From an optimization exercise on the open Yosys and OpenROAD flow, aimed at small area, a short achievable clock period and few clock cycles; shortcuts taken in it are not production practice.
Where RTL was checked, it was by simulation tests only, not by an equivalence proof against the original.

== the previous run ==
// complex_unit
module complex_unit (
    input  logic          cpu_clk_i,
    input  logic          rst_i,
    input  logic          flush_i,
    input  logic          cu_valid_i,
    input  logic [2:0]    cu_opcode_i,
    input  logic [31:0]   cu_operand1_i,
    input  logic [31:0]   cu_operand2_i,
    output logic          busy_o,
    output logic [31:0]   result_o,
    output logic          wb_valid_o
);
    localparam logic [2:0] S_IDLE = 3'd0, S_MUL = 3'd1, S_NORM = 3'd2,
                           S_DIV = 3'd3, S_DONE = 3'd4;
    logic [2:0]  r_state;
    logic [32:0] r_p;       
    logic [31:0] r_q;       
    logic [32:0] r_x;       
    logic [4:0]  r_cnt;     
    logic        r_div;     
    logic        r_hi;      
    logic        r_neg;     
    logic        r_rem;     
    function automatic logic [5:0] bitlen(input logic [31:0] v);
        bitlen = 6'd0;
        for (int i = 0; i < 32; i++)
            if (v[i]) bitlen = 6'(i + 1);
    endfunction
    function automatic logic [64:0] bk_add(input logic [63:0] a, input logic [63:0] b,
                                           input logic cin, input int w);
        logic [64:0] g, p, gg, pp;
        logic [64:0] r;
        g = '0; p = '0;
        g[0] = cin; p[0] = 1'b0;
        for (int i = 0; i < w; i++) begin
            g[i+1] = a[i] & b[i];
            p[i+1] = a[i] ^ b[i];
        end
        gg = g; pp = p;
  ...
clock: 10.0 ns
lec_check: 0
cap_margin: 20
core_margin: 2
core_utilization: 40
setup_slack_margin: 3.5
slew_margin: 20
run.sh (not shown) runs the stock make flow with config.mk's settings and CLKGATE_MAP_FILE= SYNTH_SCRIPT=/design/flow/synth_recipe.tcl, a recipe that flattens the netlist after the stock synthesis.
Testbench counts of the previous run, summed over its fixed seeds: cycles 12,772.
[inputs] the current run vs the previous run
# the previous run
export LEC_CHECK = 0
export CAP_MARGIN = 20
export CORE_MARGIN = 2
export CORE_UTILIZATION = 40
export SETUP_SLACK_MARGIN = 3.5
export SLEW_MARGIN = 20
create_clock -name core_clock -period 10.0 [get_ports {cpu_clk_i}]
# the current run
export LEC_CHECK = 0
export CAP_MARGIN = 20
export CORE_MARGIN = 2
export CORE_UTILIZATION = 40
export SETUP_SLACK_MARGIN = 4
export SLEW_MARGIN = 20
create_clock -name core_clock -period 10.0 [get_ports {cpu_clk_i}]
[summary]
- [compare] base=the previous run new=the current run: via count of the first global-routing pass climbed 465; placed wire-length estimate after detailed placement went down; synthesis-to-layout area growth went up.
- On detailed-route via count, the lower figure sits with the previous run, not the current run.
- Of the current run and the previous run, it is the current run that has the higher setup slack of the worst register-to-register path.
- The run showing the greater count of cells resized by post-cts repair is the current run.

---

complex_unit, a different RTL version from the one above (not shown whole).
For scale: roughly 3,000 cells after synthesis, ~25,000 µm² of cells after synthesis.
clock: 10.0 ns
lec_check: 0
cap_margin: 20
core_margin: 2
core_utilization: 40
setup_slack_margin: 3.25
slew_margin: 20
tns_end_percent: 30
The first run completed without violations.
Testbench counts at the start, summed over its fixed seeds: cycles 12,772.
==> next run, changes <==
Settings changed: CORE_UTILIZATION 40 to 50, SETUP_SLACK_MARGIN 3.25 to 3.5, TNS_END_PERCENT 30 to default.
Outcome: The new run passed the timing, DRC and antenna checks; global-route usage went up by 9.9 points; die area is lower by 20%; area after synthesis is unchanged; via count grows by 4.3%; count of clock-buffer cells in the layout is unchanged; maximum frequency grows by 4.3%; worst hold slack improved by 0.013 ns; utilization rises by 14 points.
==> next run, changes <==
Settings changed: CORE_UTILIZATION 50 to 40, SETUP_SLACK_MARGIN 3.5 to 4.
Area after synthesis does not change.
Cell count came out higher by a few percent.
Die area came out higher by a quarter to a third.
Core utilization came out lower by 11 points.
Via count came out lower by a few percent.
Worst setup slack is worse by 0.064 ns.
==> next run, changes <==
Settings changed: SETUP_SLACK_MARGIN 4 to 3.75, TNS_END_PERCENT from default to 30.
=> Die area stays the same. Utilization came out higher by 0.67 points.
==> next run, changes <==
Settings changed: SETUP_SLACK_MARGIN 3.75 to 3, TNS_END_PERCENT 30 to default.
=> The changed run ran to the end with no violations; worst setup slack degrades by 0.40 ns; fmax came out lower by about 6%; clock skew barely changes; clock-buffer cell count stays the same; cell area drops by 7.0%; global-route usage went down by 2.2 points; area after synthesis stays the same; hold slack degrades by 0.0065 ns; first-iteration DRC count shrinks by about 6.4%.
==> next run, changes <==
Settings changed: SETUP_SLACK_MARGIN 3 to 3.25.
Sequential share of layout area hardly moves.
Cell count barely changes.
Final area rose by 0.39%.
Non-clock buffer count shrinks by 2.
Wire length rises by 0.72%.
Die area is unchanged.

---

Another version of the RTL of complex_unit (not shown whole).
Size: about 3400 cells after synthesis, ~110 I/O pins, roughly 26000 µm² of cells after synthesis.
Settings: LEC_CHECK=0, CAP_MARGIN=20, CORE_MARGIN=2, CORE_UTILIZATION=30, SETUP_SLACK_MARGIN=4, SLEW_MARGIN=20; clock period 10.0 ns.
Rerun with:
Settings changed: CORE_UTILIZATION 30 to 40, SETUP_SLACK_MARGIN 4 to 3.5.
After rerunning: Wire length goes down slightly; die area is lower by a quarter to a third; worst setup slack loses 0.091 ns; cell area came out lower by a few percent; global-route usage rises by 7.5 points; flip-flop and latch count does not change.
Rerun with:
Settings changed: SETUP_SLACK_MARGIN 3.5 to 4.
Outcome: The changed run finished with timing, DRC and antenna clean; global-route usage stays flat; clock skew is lower by 0.0040 ns; via count is higher by 1.3%; hold slack loses 0.0098 ns; first-iteration DRC count is lower by 2.7%; core utilization is higher by 1.6 points; non-clock buffer count is higher by 55; sequential share of layout area is lower by 0.37 points; final area is higher by 3.5%.
Function was not checked in any run of this note: the RTL went through the layout flow alone.

---

v17:
RTL: one of the versions met above, not the one the previous note started from.
For scale: ~3000 cells after synthesis, roughly 110 flip-flops.
clock: 10.0 ns
lec_check: 0
cap_margin: 20
core_margin: 2
core_utilization: 40
setup_slack_margin: 4.5
slew_margin: 20
Testbench counts of v17, summed over its fixed seeds: cycles 12,772.
Setup changes, v17 to v4
Settings: a change of SETUP_SLACK_MARGIN from 4.5 to 3.75.
==> comparison <==
From v17 to v4 the numbers moved as follows: non-filler instance count after layout picked up an extra 13; first-pass GRT wire length saw an increase; clock-pin slew on the worst setup and hold paths level; fmax now sits lower; final net count essentially unchanged. Comparing v4 and v17, non-clock buffer instance count of the final layout is lower on v17. v4 reports a higher worst hold slack than v17 does. Between v4 and v17, the design area does not differ in any meaningful way. v17 vs v4, worst setup path startpoint: r_p[1] vs r_p[15]. Mean cell area of the mapped netlist of v4 is on par with v17.

static timing again, ports no longer ideal:
Ports are ideal in the flow. The routed layouts listed here were re-timed in OpenROAD.
Step 1 assumes that a clkbuf_16 drives the clock port and a buf_2 every other input.
Step 2, shift: input delay + t, output delay - t, t = (earliest + latest rising clock arrival at the registers) / 2. This alone moves slack from input paths to output paths.
a / b / c = no drivers / after step 1 / after step 2; a / b = the first two.
run | t (ns) | setup WS [ns] | latest minus earliest clock arrival (ns) | worst slew at a driven data input, ns | cell pins on the clock port's net
the previous run | 0.431 | 3.478 / 3.514 / 3.083 | 0.017 / 0.017 | 0.05 | 1
the current run | 0.442 | 3.753 / 3.777 / 3.335 | 0.018 / 0.018 | 0.05 | 1
the first run of note 2 | 0.454 | 3.287 / 3.287 / 3.035 | 0.013 / 0.013 | 0.05 | 1
the second run of note 2 | 0.444 | 3.565 / 3.551 / 3.161 | 0.020 / 0.020 | 0.06 | 1
the third run of note 2 | 0.437 | 3.502 / 3.502 / 3.377 | 0.021 / 0.020 | 0.06 | 1
the fourth run of note 2 | 0.433 | 3.591 / 3.591 / 3.327 | 0.011 / 0.011 | 0.07 | 1
the fifth run of note 2 | 0.453 | 3.187 / 3.187 / 2.804 | 0.012 / 0.012 | 0.05 | 1
the sixth run of note 2 | 0.454 | 3.393 / 3.366 / 3.061 | 0.013 / 0.012 | 0.05 | 1
the first run of note 3 | 0.442 | 3.674 / 3.674 / 3.438 | 0.011 / 0.011 | 0.09 | 1
the second run of note 3 | 0.446 | 3.583 / 3.583 / 3.191 | 0.018 / 0.019 | 0.07 | 1
the third run of note 3 | 0.453 | 3.655 / 3.655 / 3.541 | 0.015 / 0.014 | 0.07 | 1
v17 | 0.448 | 3.614 / 3.614 / 3.281 | 0.010 / 0.010 | 0.07 | 1
v4 | 0.435 | 3.584 / 3.584 / 3.285 | 0.014 / 0.014 | 0.07 | 1
After both steps setup and hold are still met in every run listed. The setup slack of the current run, which loses most, moves by +0.024 ns with the drivers and by -0.418 ns with both steps.
